This is an optimization exercise on Yosys and OpenROAD, whose aim is a short achievable clock period and few clock cycles per item, not a production implementation.
Only simulation tests tie the RTL to the original design; equivalence was not proved.
Power figures rest on the tool's default switching activity, not on a simulated workload.

==> design/flow/design.v <==
package tpmc_pkg;
  localparam int COORD_BITS = 20;
  localparam int EPS_W      = 16;
  localparam int DIG_W      = 16;
  localparam logic [EPS_W-1:0] EPS_RESET = 16'd1;
  typedef enum logic [2:0] {
    MS_DSQ,
    MS_EE,
    MS_RHS,
    MS_P,
    MS_Q,
    MS_SQ
  } msel_e;
  typedef struct packed {
    logic        store_s;
    logic        load_n;
    logic        match;
    logic        setup;
    logic        mul_start;
    logic        wset;
    logic        decide;
    logic        load_out;
    logic        ok;
    logic [1:0]  i;
    logic [1:0]  j;
    logic [1:0]  k;
    msel_e       msel;
  } cmd_t;
  typedef struct packed {
    logic        u0_ok;
    logic        u1_ok;
    logic [2:0]  shared;
    logic        mul_done;
    logic        ext_found;
    logic        inl;
    logic        out_free;
  } sts_t;
endpackage
module tpmc_mul #(
  parameter int OpW  = 48,
  parameter int DigW = tpmc_pkg::DIG_W
) (
  input  logic               clk_i,
  input  logic               rst_ni,
  input  logic               start_i,
  input  logic [OpW-1:0]     a_i,
  input  logic [OpW-1:0]     b_i,
  output logic               done_o,
  output logic [2*OpW-1:0]   prod_o
);
  localparam int Steps = OpW / DigW;
  localparam int CntW  = $clog2(Steps + 1);
  logic [OpW-1:0]      a_q;
  logic [2*OpW-1:0]    acc_q;
  logic                busy_q, done_q;
  logic [CntW-1:0]     cnt_q;
  logic [OpW+DigW-1:0] pp;
  logic [OpW+DigW:0]   sum;
  logic [2*OpW:0]      nxt;
  always_comb begin
    pp  = a_q * acc_q[DigW-1:0];
    sum = (OpW+DigW+1)'(acc_q[2*OpW-1:OpW]) + (OpW+DigW+1)'(pp);
    nxt = {sum, acc_q[OpW-1:DigW]};
  end
  always_ff @(posedge clk_i or negedge rst_ni) begin
    if (!rst_ni) begin
      busy_q <= 1'b0;
      done_q <= 1'b0;
      cnt_q  <= '0;
    end else begin
      done_q <= 1'b0;
      if (start_i) begin
        busy_q <= 1'b1;
        cnt_q  <= CntW'(Steps);
      end else if (busy_q) begin
        cnt_q <= cnt_q - CntW'(1);
        if (cnt_q == CntW'(1)) begin
          busy_q <= 1'b0;
          done_q <= 1'b1;
        end
      end
    end
  end
  always_ff @(posedge clk_i) begin
    if (start_i) begin
      a_q   <= a_i;
      acc_q <= {{OpW{1'b0}}, b_i};
    end else if (busy_q) begin
      acc_q <= nxt[2*OpW-1:0];
    end
  end
  assign done_o = done_q;
  assign prod_o = acc_q;
endmodule
module tpmc_datapath #(
  parameter int CoordBits = tpmc_pkg::COORD_BITS
) (
  input  logic                                clk_i,
  input  logic                                rst_ni,
  input  tpmc_pkg::cmd_t                      cmd_i,
  output tpmc_pkg::sts_t                      sts_o,
  input  logic                                cfg_we_i,
  input  logic [tpmc_pkg::EPS_W-1:0]          cfg_wdata_i,
  input  logic [2:0][2:0][CoordBits-1:0]      in_tri_i,
  output logic                                out_valid_o,
  input  logic                                out_stall_i,
  output logic                                merged_o,
  output logic [2:0][2:0][CoordBits-1:0]      out_tri_o
);
  localparam int C    = CoordBits;
  localparam int DW   = C + 1;
  localparam int EW   = tpmc_pkg::EPS_W;
  localparam int CMPW = (DW > EW) ? DW : EW;
  localparam int PW   = 2 * C + 4;
  localparam int MRAW = (PW > 2 * EW) ? PW : 2 * EW;
  localparam int DG   = tpmc_pkg::DIG_W;
  localparam int MW   = ((MRAW + DG - 1) / DG) * DG;
  localparam int LW   = 2 * MW + 2;
  function automatic logic [DW-1:0] mag_d(input logic signed [DW-1:0] v);
    mag_d = v[DW-1] ? DW'(-v) : DW'(v);
  endfunction
  logic [2:0][C-1:0] s_q [3];
  logic [2:0][C-1:0] n_q [3];
  logic [2:0][C-1:0] o_q, e_q, x_q;
  logic signed [DW-1:0] d_q [3];
  logic signed [DW-1:0] w_q [3];
  logic [2:0][2:0] mt_q;
  logic [EW-1:0] eps_q;
  logic [MW-1:0] dl_q, ee_q, c_q;
  logic [LW-1:0] rhs_q, lhs_q;
  logic signed [PW-1:0] p_q;
  tpmc_pkg::msel_e msel_q;
  logic sg_q, ext_q, inl_q;
  logic out_valid_q, merged_q;
  logic [2:0][C-1:0] m0_q, m1_q, m2_q;
  logic [2:0] row_hit, col_hit;
  logic [1:0] u0, u1, sidx, nidx, k1, k2;
  logic [2:0][C-1:0] vs, vn;
  logic close;
  logic signed [DW-1:0] df;
  logic [CMPW-1:0] mg;
  logic [MW-1:0] op_a, op_b;
  logic sg;
  logic mul_done;
  logic [2*MW-1:0] prod;
  logic signed [PW-1:0] pv, spv, cv;
  logic on_line;
  logic out_free;
  always_comb begin
    for (int r = 0; r < 3; r++) begin
      row_hit[r] = |mt_q[r];
      col_hit[r] = mt_q[0][r] | mt_q[1][r] | mt_q[2][r];
    end
    u0 = !row_hit[0] ? 2'd0 : (!row_hit[1] ? 2'd1 : 2'd2);
    u1 = !col_hit[0] ? 2'd0 : (!col_hit[1] ? 2'd1 : 2'd2);
    sidx = cmd_i.setup ? u0 : cmd_i.i;
    nidx = cmd_i.setup ? u1 : cmd_i.j;
    vs = s_q[sidx];
    vn = n_q[nidx];
    close = 1'b1;
    for (int a = 0; a < 3; a++) begin
      df = DW'($signed(vs[a])) - DW'($signed(vn[a]));
      mg = CMPW'(mag_d(df));
      if (mg > CMPW'(eps_q)) close = 1'b0;
    end
  end
  always_comb begin
    k1 = (cmd_i.k == 2'd2) ? 2'd0 : cmd_i.k + 2'd1;
    k2 = (cmd_i.k == 2'd0) ? 2'd2 : cmd_i.k - 2'd1;
    op_a = '0;
    op_b = '0;
    sg   = 1'b0;
    case (cmd_i.msel)
      tpmc_pkg::MS_DSQ: begin
        op_a = MW'(mag_d(d_q[cmd_i.k]));
        op_b = op_a;
      end
      tpmc_pkg::MS_EE: begin
        op_a = MW'(eps_q);
        op_b = op_a;
      end
      tpmc_pkg::MS_RHS: begin
        op_a = ee_q;
        op_b = dl_q;
      end
      tpmc_pkg::MS_P: begin
        op_a = MW'(mag_d(w_q[k1]));
        op_b = MW'(mag_d(d_q[k2]));
        sg   = w_q[k1][DW-1] ^ d_q[k2][DW-1];
      end
      tpmc_pkg::MS_Q: begin
        op_a = MW'(mag_d(w_q[k2]));
        op_b = MW'(mag_d(d_q[k1]));
        sg   = w_q[k2][DW-1] ^ d_q[k1][DW-1];
      end
      tpmc_pkg::MS_SQ: begin
        op_a = c_q;
        op_b = c_q;
      end
      default: begin
        op_a = '0;
        op_b = '0;
      end
    endcase
  end
  tpmc_mul #(.OpW(MW), .DigW(DG)) u_mul (
    .clk_i   (clk_i),
    .rst_ni  (rst_ni),
    .start_i (cmd_i.mul_start),
    .a_i     (op_a),
    .b_i     (op_b),
    .done_o  (mul_done),
    .prod_o  (prod)
  );
  always_comb begin
    pv      = $signed(PW'(prod));
    spv     = sg_q ? -pv : pv;
    cv      = p_q - spv;
    on_line = lhs_q <= rhs_q;
    out_free = !out_valid_q || !out_stall_i;
  end
  always_ff @(posedge clk_i or negedge rst_ni) begin
    if (!rst_ni) begin
      eps_q       <= tpmc_pkg::EPS_RESET;
      ext_q       <= 1'b0;
      inl_q       <= 1'b0;
      out_valid_q <= 1'b0;
    end else begin
      if (cfg_we_i) eps_q <= cfg_wdata_i;
      if (cmd_i.setup) begin
        ext_q <= 1'b0;
        inl_q <= 1'b0;
      end else if (cmd_i.decide) begin
        if (!on_line) ext_q <= 1'b1;
        if (on_line) inl_q <= 1'b1;
      end
      if (cmd_i.load_out) out_valid_q <= 1'b1;
      else if (out_valid_q && !out_stall_i) out_valid_q <= 1'b0;
    end
  end
  always_ff @(posedge clk_i) begin
    if (cmd_i.store_s) begin
      for (int v = 0; v < 3; v++) s_q[v] <= in_tri_i[v];
    end
    if (cmd_i.load_n) begin
      for (int v = 0; v < 3; v++) n_q[v] <= in_tri_i[v];
    end
    if (cmd_i.match) mt_q[cmd_i.i][cmd_i.j] <= close;
    if (cmd_i.setup) begin
      o_q  <= vs;
      e_q  <= vn;
      dl_q <= '0;
      for (int a = 0; a < 3; a++) begin
        d_q[a] <= DW'($signed(vn[a])) - DW'($signed(vs[a]));
      end
    end
    if (cmd_i.wset) begin
      lhs_q <= '0;
      for (int a = 0; a < 3; a++) begin
        w_q[a] <= DW'($signed(vs[a])) - DW'($signed(o_q[a]));
      end
    end
    if (cmd_i.decide && !on_line && !ext_q) x_q <= vs;
    if (cmd_i.mul_start) begin
      msel_q <= cmd_i.msel;
      sg_q   <= sg;
    end
    if (mul_done) begin
      case (msel_q)
        tpmc_pkg::MS_DSQ: dl_q  <= dl_q + prod[MW-1:0];
        tpmc_pkg::MS_EE:  ee_q  <= prod[MW-1:0];
        tpmc_pkg::MS_RHS: rhs_q <= LW'(prod);
        tpmc_pkg::MS_P:   p_q   <= spv;
        tpmc_pkg::MS_Q:   c_q   <= MW'(cv[PW-1] ? -cv : cv);
        tpmc_pkg::MS_SQ:  lhs_q <= lhs_q + LW'(prod);
        default: ;
      endcase
    end
    if (cmd_i.load_out) begin
      merged_q <= cmd_i.ok;
      m0_q     <= cmd_i.ok ? o_q : '0;
      m1_q     <= cmd_i.ok ? e_q : '0;
      m2_q     <= cmd_i.ok ? x_q : '0;
    end
  end
  always_comb begin
    sts_o.u0_ok     = ~&row_hit;
    sts_o.u1_ok     = ~&col_hit;
    sts_o.shared    = row_hit;
    sts_o.mul_done  = mul_done;
    sts_o.ext_found = ext_q;
    sts_o.inl       = inl_q;
    sts_o.out_free  = out_free;
  end
  assign out_valid_o  = out_valid_q;
  assign merged_o     = merged_q;
  assign out_tri_o[0] = m0_q;
  assign out_tri_o[1] = m1_q;
  assign out_tri_o[2] = m2_q;
endmodule
module tpmc_ctrl (
  input  logic           clk_i,
  input  logic           rst_ni,
  input  logic           in_valid_i,
  output logic           in_stall_o,
  input  logic           first_of_pair_i,
  output tpmc_pkg::cmd_t cmd_o,
  input  tpmc_pkg::sts_t sts_i
);
  localparam logic [2:0] S_IDLE   = 3'd0;
  localparam logic [2:0] S_MATCH  = 3'd1;
  localparam logic [2:0] S_SETUP  = 3'd2;
  localparam logic [2:0] S_MSTART = 3'd3;
  localparam logic [2:0] S_MWAIT  = 3'd4;
  localparam logic [2:0] S_WSET   = 3'd5;
  localparam logic [2:0] S_DECIDE = 3'd6;
  localparam logic [2:0] S_OUT    = 3'd7;
  logic [2:0] state_q, state_d;
  logic have_first_q, have_first_d, fail_q, fail_d, phase_q, phase_d;
  logic [1:0] i_q, i_d, j_q, j_d, k_q, k_d;
  logic [2:0] sub_q, sub_d;
  logic in_acc;
  always_comb begin
    state_d      = state_q;
    have_first_d = have_first_q;
    fail_d       = fail_q;
    phase_d      = phase_q;
    i_d          = i_q;
    j_d          = j_q;
    k_d          = k_q;
    sub_d        = sub_q;
    cmd_o        = '0;
    cmd_o.i      = i_q;
    cmd_o.j      = j_q;
    cmd_o.k      = phase_q ? k_q : sub_q[1:0];
    if (!phase_q) begin
      cmd_o.msel = (sub_q == 3'd3) ? tpmc_pkg::MS_EE :
                   (sub_q == 3'd4) ? tpmc_pkg::MS_RHS : tpmc_pkg::MS_DSQ;
    end else begin
      cmd_o.msel = (sub_q == 3'd0) ? tpmc_pkg::MS_P :
                   (sub_q == 3'd1) ? tpmc_pkg::MS_Q : tpmc_pkg::MS_SQ;
    end
    in_stall_o = (state_q != S_IDLE);
    in_acc     = in_valid_i && !in_stall_o;
    case (state_q)
      S_IDLE: begin
        if (in_acc) begin
          if (first_of_pair_i) begin
            cmd_o.store_s = 1'b1;
            have_first_d  = 1'b1;
          end else begin
            cmd_o.load_n = 1'b1;
            if (have_first_q) begin
              have_first_d = 1'b0;
              i_d          = 2'd0;
              j_d          = 2'd0;
              state_d      = S_MATCH;
            end else begin
              fail_d  = 1'b1;
              state_d = S_OUT;
            end
          end
        end
      end
      S_MATCH: begin
        cmd_o.match = 1'b1;
        if (j_q == 2'd2) begin
          j_d = 2'd0;
          if (i_q == 2'd2) state_d = S_SETUP;
          else i_d = i_q + 2'd1;
        end else begin
          j_d = j_q + 2'd1;
        end
      end
      S_SETUP: begin
        cmd_o.setup = 1'b1;
        if (!(sts_i.u0_ok && sts_i.u1_ok)) begin
          fail_d  = 1'b1;
          state_d = S_OUT;
        end else begin
          fail_d  = 1'b0;
          phase_d = 1'b0;
          sub_d   = 3'd0;
          state_d = S_MSTART;
        end
      end
      S_MSTART: begin
        cmd_o.mul_start = 1'b1;
        state_d         = S_MWAIT;
      end
      S_MWAIT: begin
        if (sts_i.mul_done) begin
          if (!phase_q) begin
            if (sub_q == 3'd4) begin
              phase_d = 1'b1;
              i_d     = 2'd0;
              state_d = S_WSET;
            end else begin
              sub_d   = sub_q + 3'd1;
              state_d = S_MSTART;
            end
          end else if (sub_q == 3'd2) begin
            sub_d = 3'd0;
            if (k_q == 2'd2) begin
              state_d = S_DECIDE;
            end else begin
              k_d     = k_q + 2'd1;
              state_d = S_MSTART;
            end
          end else begin
            sub_d   = sub_q + 3'd1;
            state_d = S_MSTART;
          end
        end
      end
      S_WSET: begin
        if (sts_i.shared[i_q]) begin
          cmd_o.wset = 1'b1;
          k_d        = 2'd0;
          sub_d      = 3'd0;
          state_d    = S_MSTART;
        end else if (i_q == 2'd2) begin
          state_d = S_OUT;
        end else begin
          i_d = i_q + 2'd1;
        end
      end
      S_DECIDE: begin
        cmd_o.decide = 1'b1;
        if (i_q == 2'd2) begin
          state_d = S_OUT;
        end else begin
          i_d     = i_q + 2'd1;
          state_d = S_WSET;
        end
      end
      S_OUT: begin
        if (sts_i.out_free) begin
          cmd_o.load_out = 1'b1;
          cmd_o.ok       = !fail_q && sts_i.ext_found && sts_i.inl;
          state_d        = S_IDLE;
        end
      end
      default: state_d = S_IDLE;
    endcase
  end
  always_ff @(posedge clk_i or negedge rst_ni) begin
    if (!rst_ni) begin
      state_q      <= S_IDLE;
      have_first_q <= 1'b0;
      fail_q       <= 1'b0;
      phase_q      <= 1'b0;
      i_q          <= '0;
      j_q          <= '0;
      k_q          <= '0;
      sub_q        <= '0;
    end else begin
      state_q      <= state_d;
      have_first_q <= have_first_d;
      fail_q       <= fail_d;
      phase_q      <= phase_d;
      i_q          <= i_d;
      j_q          <= j_d;
      k_q          <= k_d;
      sub_q        <= sub_d;
    end
  end
endmodule
module triangle_pair_merge_check #(
  parameter int CoordBits = tpmc_pkg::COORD_BITS
) (
  input  logic                              clk_i,
  input  logic                              rst_ni,
  input  logic                              cfg_we_i,
  input  logic [tpmc_pkg::EPS_W-1:0]        cfg_wdata_i,
  input  logic                              in_valid_i,
  output logic                              in_stall_o,
  input  logic                              first_of_pair_i,
  input  logic signed [CoordBits-1:0]       ax_i,
  input  logic signed [CoordBits-1:0]       ay_i,
  input  logic signed [CoordBits-1:0]       az_i,
  input  logic signed [CoordBits-1:0]       bx_i,
  input  logic signed [CoordBits-1:0]       by_i,
  input  logic signed [CoordBits-1:0]       bz_i,
  input  logic signed [CoordBits-1:0]       cx_i,
  input  logic signed [CoordBits-1:0]       cy_i,
  input  logic signed [CoordBits-1:0]       cz_i,
  output logic                              out_valid_o,
  input  logic                              out_stall_i,
  output logic                              merged_o,
  output logic signed [CoordBits-1:0]       m0x_o,
  output logic signed [CoordBits-1:0]       m0y_o,
  output logic signed [CoordBits-1:0]       m0z_o,
  output logic signed [CoordBits-1:0]       m1x_o,
  output logic signed [CoordBits-1:0]       m1y_o,
  output logic signed [CoordBits-1:0]       m1z_o,
  output logic signed [CoordBits-1:0]       m2x_o,
  output logic signed [CoordBits-1:0]       m2y_o,
  output logic signed [CoordBits-1:0]       m2z_o
);
  tpmc_pkg::cmd_t cmd;
  tpmc_pkg::sts_t sts;
  logic [2:0][2:0][CoordBits-1:0] in_tri, out_tri;
  assign in_tri[0][0] = ax_i;
  assign in_tri[0][1] = ay_i;
  assign in_tri[0][2] = az_i;
  assign in_tri[1][0] = bx_i;
  assign in_tri[1][1] = by_i;
  assign in_tri[1][2] = bz_i;
  assign in_tri[2][0] = cx_i;
  assign in_tri[2][1] = cy_i;
  assign in_tri[2][2] = cz_i;
  tpmc_ctrl u_ctrl (
    .clk_i           (clk_i),
    .rst_ni          (rst_ni),
    .in_valid_i      (in_valid_i),
    .in_stall_o      (in_stall_o),
    .first_of_pair_i (first_of_pair_i),
    .cmd_o           (cmd),
    .sts_i           (sts)
  );
  tpmc_datapath #(.CoordBits(CoordBits)) u_dp (
    .clk_i       (clk_i),
    .rst_ni      (rst_ni),
    .cmd_i       (cmd),
    .sts_o       (sts),
    .cfg_we_i    (cfg_we_i),
    .cfg_wdata_i (cfg_wdata_i),
    .in_tri_i    (in_tri),
    .out_valid_o (out_valid_o),
    .out_stall_i (out_stall_i),
    .merged_o    (merged_o),
    .out_tri_o   (out_tri)
  );
  assign m0x_o = out_tri[0][0];
  assign m0y_o = out_tri[0][1];
  assign m0z_o = out_tri[0][2];
  assign m1x_o = out_tri[1][0];
  assign m1y_o = out_tri[1][1];
  assign m1z_o = out_tri[1][2];
  assign m2x_o = out_tri[2][0];
  assign m2y_o = out_tri[2][1];
  assign m2z_o = out_tri[2][2];
endmodule
==> design/flow/run.sh <==
#!/bin/bash
# synth_recipe.tcl (not shown) runs the flow's synth.tcl, then flattens the netlist and writes it again
# the make line also repeats each setting of config.mk as NAME=value (left out here)
make -C /OpenROAD-flow-scripts/flow DESIGN_CONFIG=/design/flow/config.mk WORK_HOME=/design/flow/orfs CLKGATE_MAP_FILE= SYNTH_SCRIPT=/design/flow/synth_recipe.tcl finish
==> design/flow/config.mk <==
export PLATFORM = sky130hd
export DESIGN_NAME = triangle_pair_merge_check
export DESIGN_NICKNAME = triangle_pair_merge_check
export VERILOG_FILES = /design/flow/design.v
export SDC_FILE = /design/flow/constraint.sdc
export NUM_CORES = 4
export LEC_CHECK = 0
export CAP_MARGIN = 20
export CORE_MARGIN = 2
export CORE_UTILIZATION = 40
export SLEW_MARGIN = 20
==> design/flow/constraint.sdc <==
create_clock -name core_clock -period 10.5 [get_ports {clk_i}]
set_input_delay 2.1000 -clock core_clock [delete_from_list [all_inputs] [get_ports {clk_i}]]
set_output_delay 2.1000 -clock core_clock [all_outputs]
set_load 0.01 [all_outputs]
==> impl_metrics.json <==
{
  "status": "timing/DRC/antenna clean",
  "dp_hpwl_um": 275000,
  "die-area_um2": 265000,
  "critPathLaunch": "u_ctrl.state_q[1]",
  "worst_setup_path_start_kind": "flip-flop",
  "finalNetCount": 12200,
  "overflow": 0,
  "multiInputGateArea_um2": 57700,
  "synth_edf_count": 1192,
  "die_w_um": 515,
  "routed_wl_um": 356000,
  "ff_latch_area_um2": 40600,
  "routed_via_density": 5.66,
  "r2r-end": "u_dp.mt_q[6]",
  "cts.clk_slew.worst_paths_ns": 0.06,
  "antenna_found_initial": 22,
  "yosysTopAreaCellShare_pct": 34.3,
  "rows": 187,
  "worstSetupPathType": "flip-flop to flip-flop",
  "slowest_delay_ns": 0.69,
  "hold_path_class": "flip-flop to flip-flop",
  "syn-cell-area_um2": 104000,
  "clk_latency_ns": 0.91,
  "n_fill_cell": 24300,
  "async_flop_share_pct": 2.67,
  "power.total_w": 0.0124,
  "p_per_area_nw_per_um2": 104,
  "tns_ns": 0,
  "cp_top_family": "compound AO/OA/AOI/OAI gates",
  "root_buffer": "clkbuf_16",
  "htreeDepth": 4,
  "synth.avg_cell_area_um2": 10.0,
  "drive_gt1_share_pct": 5.20,
  "cp_max_fo": 51,
  "clock_skew_ns": 0.149,
  "ys_seq_area_share_pct": 38.9,
  "cp.required_ns": 11.21,
  "yosys_warnings": 7,
  "arrival_ns": 10.36,
  "endpoint_kind": "flip-flop",
  "netlist_instances": 10400,
  "syn_to_final_growth_pct": 13.2,
  "initialDrtViolationCount": 7881,
  "ir_drop_mv": 0.158,
  "ys.flop_type": "edfxtp_1",
  "tritoncts": "done",
  "timing.final.hold_violations": 0,
  "reg2reg_depth": 33,
  "worstHoldStart": "u_dp.dl_q[23]",
  "drcViolationCount": 0,
  "final_core_utilization_pct": 45.5,
  "final_cell_area_um2": 118000,
  "post-synth-top-count-cell": "nand2_1",
  "yosys.area.top_type": "edfxtp_1",
  "core_um2": 260000,
  "drt_first_pass_iters": 7,
  "grt.total_usage_pct": 26.5,
  "antenna_left": 0,
  "yosys-top-cells-count": "1301 x nand2_1, 1203 x inv_1, 1192 x edfxtp_1",
  "period_share_pct": 91.9,
  "start_util_pct": 40.2,
  "route.vias.total": 80600,
  "hold_buffers": 0,
  "wl_per_cell_um": 25.0,
  "ios": 385,
  "grt_pass1_wl_um": 527000,
  "hold_end": "u_dp.dl_q[23]",
  "die_h_um": 515,
  "port_buffers": 384,
  "relSlewSlack_pct": 17.9,
  "cts_num_sinks": 1424,
  "gp_congestion": 0.960,
  "rsz0062_at_grt": "false",
  "synth_area_leaders": "edfxtp_1 34%, fa_1 13%, ha_1 7.7%",
  "synth_cell_types": 107,
  "fmax_mhz": 104,
  "synth_seq_cells": 1424,
  "postPlaceCellArea_um2": 112000,
  "cap_viol_max_count": 0,
  "r2r_slack_ns": 0.85,
  "critPathSlowestCell": "a2111oi_4",
  "crit_buf_inv": 2,
  "reg2reg_from": "u_ctrl.state_q[1]",
  "finalCriticalPeriod_ns": 9.65,
  "p_leak_nw": 48.3,
  "cts_inserted_buffers": 164,
  "setup_violations": 0,
  "first_global_vias": 80200,
  "worst_slew_pin_slew_ns": 1.22,
  "grt_start_max_net_pins": 143,
  "slew_viol_final": 0,
  "hold_depth": 2,
  "clk_path_buf_depth": 3
}
## final cells by class
cell class | count | area share [%]
Inverter | 1208 | 3.84
Clock inverter | 114 | 1.27
Clock buffer | 193 | 3.64
Antenna cell | 7 | 0.0148
Sequential cell | 1424 | 34.4
Timing Repair Buffer | 559 | 4.45
Tap cell | 3402 | 3.60
Multi-Input combinational cell | 7342 | 48.8
## timing repair
action                                  4_1_cts  5_1_grt
setup buffers                                 0        0
gates resized for setup                       0        3
endpoints found under the setup margin        0        9
## placed cells by master, fill, tap and decap left out, types with 30 or more instances in the layout
| cell type | count |
|---|---|
| a31oi_1 | 70 |
| a22oi_1 | 177 |
| or3_1 | 44 |
| nor3_1 | 103 |
| clkbuf_16 | 165 |
| buf_4 | 165 |
| ha_1 | 636 |
| edfxtp_1 | 1192 |
| and3_1 | 74 |
| o21ai_0 | 559 |
| o22ai_1 | 67 |
| a21o_1 | 266 |
| o31ai_1 | 46 |
| mux2i_1 | 30 |
| nand2_1 | 1301 |
| a21oi_1 | 534 |
| dfxtp_1 | 194 |
| nor2_1 | 484 |
| dfrtp_1 | 36 |
| xor2_1 | 234 |
| o211ai_1 | 37 |
| inv_1 | 1200 |
| nand2b_1 | 89 |
| nand3_1 | 121 |
| and2_1 | 414 |
| fa_1 | 703 |
| o21a_1 | 84 |
| nor2b_1 | 104 |
| xnor2_1 | 352 |
| clkdlybuf4s50_1 | 383 |
| a221oi_1 | 68 |
| a211oi_1 | 40 |
| nand4_1 | 78 |
| a22o_1 | 72 |
| o21bai_1 | 59 |
## per-stage QoR
stage	hold WS [ns]	setup slack [ns]	std cells
final	0.484	0.848	14200
after floorplan	0.437	0.0468	10400
after CTS	0.485	0.697	14200
after detailed placement	0.476	0.764	13900
after global placement	0.469	0.761	13900
after global routing	0.503	0.0193	14200
## flip-flops by register name, indices dropped and copies added, names as in the netlist, 9 cells and up
| register | flops |
|---|---|
| u_dp.e_q | 60 |
| u_dp.mt_q | 9 |
| u_dp.w_q | 63 |
| u_dp.lhs_q | 98 |
| u_dp.c_q | 48 |
| u_dp.ee_q | 48 |
| u_dp.m0_q | 60 |
| u_dp.o_q | 60 |
| u_dp.u_mul.a_q | 48 |
| u_dp.dl_q | 48 |
| u_dp.x_q | 60 |
| u_dp.d_q | 63 |
| u_dp.rhs_q | 96 |
| u_dp.m1_q | 60 |
| u_dp.eps_q | 16 |
| u_dp.p_q | 44 |
| u_dp.u_mul.acc_q | 96 |
| u_dp.m2_q | 60 |
| u_dp.s_q | 180 |
| u_dp.n_q | 180 |
## worst max-delay path by stage
stage | cells past startpoint | slack (ns) | endpoint
2_1_floorplan | 3 | 0.05 | u_dp.n_q[0][0]
3_3_place_gp | 35 | 0.76 | u_dp.mt_q[3]
3_5_place_dp | 35 | 0.76 | u_dp.mt_q[4]
4_1_cts | 35 | 0.70 | u_dp.mt_q[4]
5_1_grt | 33 | 0.02 | u_dp.mt_q[7]
6_report | 33 | 0.85 | u_dp.mt_q[6]
## metal layers
metal | part of all wire, % | global-route usage, % | up-vias | routed length [µm]
met1 | 43 | 35.8 | 40200 | 153000
met4 | 5.0 | 11.3 | 12 | 17600
li1 | - | - | 36600 | -
met5 | 0.024 | 0 | - | 84
met2 | 45 | 42.1 | 3231 | 161000
met3 | 7.0 | 4.18 | 558 | 24800
## kinds of logic after synthesis
group / count (synthesis) / share of synthesized area, %
other cells: 1 / 0.00359
mux: 45 / 0.449
xor+xnor: 589 / 4.95
flops: 1424 / 38.9
compound gates: 2375 / 15.0
simple gates: 2970 / 13.4
fa+ha+maj: 1359 / 21.3
buf+inv: 1675 / 6.07
## power breakdown
part / total (W) / switching (W) / internal (W) / leakage, nW
Sequential: 0.00607 / 0.00000647 / 0.00606 / 12.4
Clock: 0.00610 / 0.00264 / 0.00346 / 2.76
Combinational: 0.000181 / 0.0000943 / 0.0000866 / 33.1
## worst min-delay path, stage by stage, from the launching register on
cell and delay, ns:
dfxtp_1 0.32, nand2_1 0.05, o21ai_0 0.06
Testbench counts, summed over its fixed seeds: cycles 117,752, items 960.

## re-timing with driven ports
The flow's constraints put no driver on any port. The routed layout listed below was extracted and timed again, unchanged, in two steps. Step 1 (the two cells are an assumption about what drives the block):
set clk [get_ports {clk_i}]
set_driving_cell -lib_cell sky130_fd_sc_hd__clkbuf_16 $clk
set_driving_cell -lib_cell sky130_fd_sc_hd__buf_2 [delete_from_list [all_inputs] $clk]
Step 2 adds t to the input delays and takes it off the output delays; t is the mean of the earliest and latest rising clock arrival at the registers after step 1. Input paths then give back, and output paths get back, about the clock's delay inside the block. Three values: ideal ports, drivers, drivers and shift; two values: the first two.
t (ns): 0.937
setup slack, ns: 0.848 / 0.848 / 0.848
worst hold slack (ns): 0.484 / 0.484 / 0.484
worst register clock-pin slew, ns: 0.08 / 0.08
After both steps this run still meets setup and hold. For this run, drivers alone change the setup slack by 0.000 ns; drivers and shift together by 0.000 ns.
